Source: an optimization exercise on an open RTL-to-GDS flow (aim: small area, a short achievable clock period and few clock cycles). Production flows keep margins and buffers that such runs may drop. At most, simulation tests tie the RTL to the original design; equivalence was not proved. Power and IR drop assume default switching activity.

Design protobuf_read_reply_decoder_top, start of the top module:
module protobuf_read_reply_decoder_top (
	input  wire logic                   clk,
	input  wire logic                   arst_n,
	input  wire logic                   bytes_valid,
	output logic                        bytes_ready,
	input  wire logic [rrd_pkg::DATA_W-1:0]      bytes_data_byte,
	input  wire logic                   bytes_end_of_message,
	output logic                        results_valid,
	input  wire logic                   results_ready,
	output logic [rrd_pkg::STATUS_W-1:0]         results_status_code,
	output logic [rrd_pkg::WORD_W-1:0]           results_throttle_ms,
	output logic                        results_value_present,
	output logic [rrd_pkg::LENGTH_W-1:0]         results_value_length,
	output logic [rrd_pkg::DATA_W-1:0]           results_value_byte,
	output logic [rrd_pkg::INDEX_W-1:0]          results_byte_index,
	output logic                        results_value_too_long,
	output logic                        results_stopped_early,
	output logic                        results_last_result
);
For scale: roughly 1,800 cells after synthesis, about 730 flip-flops, ~72 I/O pins, about 30,000 um^2 of cells after synthesis.
export LEC_CHECK = 0
export CAP_MARGIN = 20
export CORE_MARGIN = 2
export CORE_UTILIZATION = 40
export SETUP_SLACK_MARGIN = 4.0
export SLEW_MARGIN = 20
create_clock -name core_clock -period 6.5 [get_ports {clk}]
standard.sh (not shown) runs the stock make flow with config.mk's settings and CLKGATE_MAP_FILE= SYNTH_SCRIPT=/design/flow/synth_recipe.tcl, a recipe that flattens the netlist after the stock synthesis.
==> flow/flow/run.sh <==
#!/bin/bash
set -euo pipefail
export CTS_ARGS="-sink_clustering_enable -repair_clock_nets -dont_use_dummy_load -sink_clustering_size 20 -sink_clustering_max_diameter 200"
bash standard.sh > standard_flow.log 2>&1
Next try:
--- a/flow/design.v
+++ b/flow/design.v
@@ -41,35 +41,33 @@
 	output logic             p_stop,
 	output logic [6:0]       p_base,
 	output logic [31:0]      thr,
 	input  wire logic        old_v,
 	input  wire logic [6:0]  old_ptr
 );
 	logic       s0_v, s1_v;
-	logic       s1_free;         
 	logic [7:0] s0_d, s1_d;
 	logic       s0_e, s1_e;
 	logic       s0_z, s1_z;      
 	logic       take, proc, stall;
-	assign s1_v     = !s1_free;
-	assign rx_ready = s1_free;
-	assign take     = rx_valid && s1_free;
+	assign rx_ready = !s1_v;
+	assign take     = rx_valid && !s1_v;
 	assign proc     = s0_v && !stall;
 	always_ff @(posedge clk or negedge arst_n) begin
 		if (!arst_n) begin
-			s0_v    <= 1'b0;
-			s1_free <= 1'b1;
+			s0_v <= 1'b0;
+			s1_v <= 1'b0;
 		end else begin
 			if (proc) begin
-				s0_v    <= s1_v || take;
-				s1_free <= 1'b1;
+				s0_v <= s1_v || take;
+				s1_v <= 1'b0;
 			end else if (!s0_v) begin
-				s0_v    <= take;
+				s0_v <= take;
 			end else if (take) begin
-				s1_free <= 1'b0;
+				s1_v <= 1'b1;
 			end
 		end
 	end
 	always_ff @(posedge clk) begin
 		if (proc && s1_v) begin
 			s0_d <= s1_d;
 			s0_e <= s1_e;
=> The new run completed without violations; wire length stays flat; combinational power is higher by about 2%; power rose by 1.3%; first-iteration DRC count goes up by 5.7%; worst setup slack gets better by 0.023 ns; global-route usage grows by 0.10 points; worst hold slack loses 0.0047 ns; clock skew went up by 0.0070 ns; via count increases by 2.0%; critical path depth is unchanged; die area drops by 0.32%; clock power barely changes; clock-buffer cell count stays the same.
Testbench counts after the change, summed over its fixed seeds: cycles 51,353.
Function not checked in the first run of this note: the RTL went through the layout flow alone.

* * *

== the baseline ==
Another version of the RTL of protobuf_read_reply_decoder_top (not shown whole).
For scale: about 750 flip-flops, ~72 I/O pins, about 30000 sq um of cells after synthesis.
==> module rrd_emit, before the edit <==
module rrd_emit (
	input  wire logic        clk,
	input  wire logic        arst_n,
	input  wire logic        wr_en,
	input  wire logic [5:0]  wr_addr,
	input  wire logic [7:0]  wr_data,
	output logic             p_busy,
	output logic             p_thr_busy,
	output logic             out_idle,
	input  wire logic        thr_backup,
	input  wire logic        p_load,
	input  wire logic [1:0]  p_status,
	input  wire logic        p_thr_seen,
	input  wire logic        p_thr_kept,
	input  wire logic        p_present,
	input  wire logic [5:0]  p_len,
	input  wire logic        p_long,
	input  wire logic        p_stop,
	input  wire logic [6:0]  p_base,
	input  wire logic [31:0] thr,
	output logic             old_v,
	output logic [6:0]       old_ptr,
	output logic             tx_valid,
	input  wire logic        tx_ready,
	output logic [1:0]       tx_status_code,
	output logic [31:0]      tx_throttle_ms,
	output logic             tx_value_present,
	output logic [5:0]       tx_value_length,
	output logic [7:0]       tx_value_byte,
	output logic [4:0]       tx_byte_index,
	output logic             tx_value_too_long,
	output logic             tx_stopped_early,
	output logic             tx_last_result
);
	logic [7:0] mem [64];
	always_ff @(posedge clk) begin
		if (wr_en) mem[wr_addr] <= wr_data;
	end
	logic       q_v, q_go;
	logic [1:0] q_st;
	logic       q_ts, q_tk, q_pr, q_lg, q_sp;
	logic [5:0] q_len;
	logic [6:0] q_base;
	logic       cv, cnew, czero;
	logic [4:0] ck, cend;
	logic [6:0] rptr;
	logic       r_v, r_last, r_first;
	logic [7:0] r_byte;
	logic [4:0] r_idx;
	logic       o_v, o_last, o_pr, o_lg, o_sp;
	logic [7:0] o_byte;
	logic [4:0] o_idx;
	logic [1:0] o_st;
	logic [31:0] o_thr;
	logic [5:0] o_len;
	wire mv_o  = r_v && (!o_v || tx_ready);
	wire mv_r  = cv && (!r_v || mv_o);
	wire clast = (ck == cend);
	wire cload = q_v && !q_go && (!cv || (mv_r && clast));
	wire q_out = mv_o && r_first;
	assign p_busy     = q_v;
	assign p_thr_busy = q_v && q_ts && !q_tk;
	assign out_idle   = !o_v && !r_v && !cv && !q_v;
	assign old_v      = cv || q_v;
	assign old_ptr    = cv ? rptr : q_base;
	always_ff @(posedge clk or negedge arst_n) begin
		if (!arst_n) begin
			q_v <= 1'b0;
			q_go <= 1'b0;
			cv  <= 1'b0;
			r_v <= 1'b0;
			o_v <= 1'b0;
		end else begin
			if (p_load) q_v <= 1'b1;
			else if (q_out) q_v <= 1'b0;
			if (p_load) q_go <= 1'b0;
			else if (cload) q_go <= 1'b1;
			if (cload) cv <= 1'b1;
			else if (mv_r && clast) cv <= 1'b0;
			if (mv_r) r_v <= 1'b1;
			else if (mv_o) r_v <= 1'b0;
			if (mv_o) o_v <= 1'b1;
			else if (tx_ready) o_v <= 1'b0;
		end
	end
	always_ff @(posedge clk) begin
		if (p_load) begin
			q_st   <= p_status;
			q_ts   <= p_thr_seen;
			q_tk   <= p_thr_kept;
			q_pr   <= p_present;
			q_len  <= p_len;
			q_lg   <= p_long;
			q_sp   <= p_stop;
			q_base <= p_base;
		end
		if (cload) begin
			cnew  <= 1'b1;
			czero <= (q_len == 6'd0);
			ck    <= 5'd0;
			cend  <= (q_len == 6'd0) ? 5'd0 : 5'(q_len - 6'd1);
			rptr  <= q_base;
		end else if (mv_r) begin
			cnew <= 1'b0;
			ck   <= ck + 5'd1;
			rptr <= rptr + 7'd1;
		end
		if (mv_r) begin
			r_byte  <= czero ? 8'd0 : mem[rptr[5:0]];
			r_idx   <= ck;
			r_last  <= clast;
			r_first <= cnew;
		end
		if ((q_out && !q_tk) || thr_backup) begin
			o_thr <= thr & {32{q_ts || thr_backup}};
		end
		if (mv_o) begin
			o_byte <= r_byte;
			o_idx  <= r_idx;
			o_last <= r_last;
			if (r_first) begin
				o_st  <= q_st;
				o_pr  <= q_pr;
				o_len <= q_len;
				o_lg  <= q_lg;
				o_sp  <= q_sp;
			end
		end
	end
	assign tx_valid          = o_v;
	assign tx_status_code    = o_st;
	assign tx_throttle_ms    = o_thr;
	assign tx_value_present  = o_pr;
	assign tx_value_length   = o_len;
	assign tx_value_byte     = o_byte;
	assign tx_byte_index     = o_idx;
	assign tx_value_too_long = o_lg;
	assign tx_stopped_early  = o_sp;
	assign tx_last_result    = o_last;
endmodule
clock: 6.5 ns
lec_check: 0
cap_margin: 20
core_margin: 2
core_utilization: 40
setup_slack_margin: 4.0
slew_margin: 20
Scripts as last shown in full above: flow/flow/run.sh
Input changes introduced in the candidate (baseline for comparison: the baseline):
-- flow/design.v --
<<< the baseline, line 363
		if (wr_en) mem[wr_addr] <= wr_data;
	end
	logic       q_v, q_go;
	logic [1:0] q_st;
	logic       q_ts, q_tk, q_pr, q_lg, q_sp;
>>> the candidate, line 363
		if (wr_en) mem[wr_addr] <= wr_data;
	end
	logic       q_v;
	logic [1:0] q_st;
	logic       q_ts, q_tk, q_pr, q_lg, q_sp;
<<< the baseline, line 371
	logic [4:0] ck, cend;
	logic [6:0] rptr;
	logic       r_v, r_last, r_first;
	logic [7:0] r_byte;
	logic [4:0] r_idx;
	logic       o_v, o_last, o_pr, o_lg, o_sp;
	logic [7:0] o_byte;
>>> the candidate, line 371
	logic [4:0] ck, cend;
	logic [6:0] rptr;
	logic       o_v, o_last, o_pr, o_lg, o_sp;
	logic [7:0] o_byte;
<<< the baseline, line 380
	logic [31:0] o_thr;
	logic [5:0] o_len;
	wire mv_o  = r_v && (!o_v || tx_ready);
	wire mv_r  = cv && (!r_v || mv_o);
	wire clast = (ck == cend);
	wire cload = q_v && !q_go && (!cv || (mv_r && clast));
	wire q_out = mv_o && r_first;
	assign p_busy     = q_v;
	assign p_thr_busy = q_v && q_ts && !q_tk;
	assign out_idle   = !o_v && !r_v && !cv && !q_v;
	assign old_v      = cv || q_v;
	assign old_ptr    = cv ? rptr : q_base;
	always_ff @(posedge clk or negedge arst_n) begin
		if (!arst_n) begin
			q_v <= 1'b0;
			q_go <= 1'b0;
			cv  <= 1'b0;
			r_v <= 1'b0;
			o_v <= 1'b0;
		end else begin
			if (p_load) q_v <= 1'b1;
			else if (q_out) q_v <= 1'b0;
			if (p_load) q_go <= 1'b0;
			else if (cload) q_go <= 1'b1;
			if (cload) cv <= 1'b1;
			else if (mv_r && clast) cv <= 1'b0;
			if (mv_r) r_v <= 1'b1;
			else if (mv_o) r_v <= 1'b0;
			if (mv_o) o_v <= 1'b1;
			else if (tx_ready) o_v <= 1'b0;
		end
>>> the candidate, line 377
	logic [31:0] o_thr;
	logic [5:0] o_len;
	wire adv   = cv && (!o_v || tx_ready);
	wire clast = (ck == cend);
	wire cload = q_v && !(cv && cnew) && (!cv || (adv && clast));
	assign p_busy  = q_v;
	assign p_thr_busy = q_v && q_ts && !q_tk;
	assign out_idle   = !o_v && !cv && !q_v;
	assign old_v   = cv || q_v;
	assign old_ptr = cv ? rptr : q_base;
	always_ff @(posedge clk or negedge arst_n) begin
		if (!arst_n) begin
			q_v <= 1'b0;
			cv  <= 1'b0;
			o_v <= 1'b0;
		end else begin
			if (p_load) q_v <= 1'b1;
			else if (adv && cnew) q_v <= 1'b0;
			if (cload) cv <= 1'b1;
			else if (adv && clast) cv <= 1'b0;
			if (adv) o_v <= 1'b1;
			else if (tx_ready) o_v <= 1'b0;
		end
<<< the baseline, line 427
			cend  <= (q_len == 6'd0) ? 5'd0 : 5'(q_len - 6'd1);
			rptr  <= q_base;
		end else if (mv_r) begin
			cnew <= 1'b0;
			ck   <= ck + 5'd1;
			rptr <= rptr + 7'd1;
		end
		if (mv_r) begin
			r_byte  <= czero ? 8'd0 : mem[rptr[5:0]];
			r_idx   <= ck;
			r_last  <= clast;
			r_first <= cnew;
		end
		if ((q_out && !q_tk) || thr_backup) begin
			o_thr <= thr & {32{q_ts || thr_backup}};
		end
		if (mv_o) begin
			o_byte <= r_byte;
			o_idx  <= r_idx;
			o_last <= r_last;
			if (r_first) begin
				o_st  <= q_st;
				o_pr  <= q_pr;
>>> the candidate, line 416
			cend  <= (q_len == 6'd0) ? 5'd0 : 5'(q_len - 6'd1);
			rptr  <= q_base;
		end else if (adv) begin
			cnew <= 1'b0;
			ck   <= ck + 5'd1;
			rptr <= rptr + 7'd1;
		end
		if ((adv && cnew && !q_tk) || thr_backup) begin
			o_thr <= thr & {32{q_ts || thr_backup}};
		end
		if (adv) begin
			o_byte <= czero ? 8'd0 : mem[rptr[5:0]];
			o_idx  <= ck;
			o_last <= clast;
			if (cnew) begin
				o_st  <= q_st;
				o_pr  <= q_pr;
==> comparison <==
Summary of the candidate over the baseline: fraction of the yosys area taken by sequential cells -0.65 points, final worst setup slack -0.025 ns, post-synthesis xor/xnor area fraction ~0 delta, number of storage elements in the synthesis netlist -2.3%, count of clock-net buffers in the final layout -about 2.3%.
Relative to the baseline, data arrival at the endpoint of the critical path decreased by 1.61 ns in the candidate.
The candidate reached the final stage; the timing, DRC and antenna checks on its layout passed.
The baseline ended with every stage complete and zero timing, DRC or antenna violations.
Per the comparison of the candidate with the baseline, worst hold slack went up; met3 routing resource usage after global routing essentially unchanged.
Testbench counts of the candidate, summed over its fixed seeds: cycles 51,353.
Function not checked in the baseline: the RTL went through the layout flow alone.

static timing again, ports no longer ideal:
The flow's constraints put no driver on any port. The routed layouts listed below were extracted and timed again, unchanged, in two steps.
Step 1 (the two cells are an assumption about what drives the block):
set clk [get_ports {clk}]
set_driving_cell -lib_cell sky130_fd_sc_hd__clkbuf_16 $clk
set_driving_cell -lib_cell sky130_fd_sc_hd__buf_2 [delete_from_list [all_inputs] $clk]
Step 2 adds t to the input delays and takes it off the output delays; t is the mean of the earliest and latest rising clock arrival at the registers after step 1. Input paths then give back, and output paths get back, about the clock's delay inside the block.
Slacks: no drivers / after step 1 / after step 2; pairs: no drivers / after step 1.
run | t, ns | setup slack, ns | cell pins on the clock port's net
the first run of note 1 | 0.641 | 3.939 / 3.877 / 3.482 | 1
the second run of note 1 | 0.645 | 3.962 / 3.902 / 3.436 | 1
the baseline | 0.644 | 3.930 / 3.888 / 3.532 | 1
the candidate | 0.649 | 3.905 / 3.839 / 3.501 | 1
After both steps setup and hold are still met in every run listed. For the second run of note 1, which loses most, drivers alone change the setup slack by -0.060 ns; drivers and shift together by -0.526 ns.
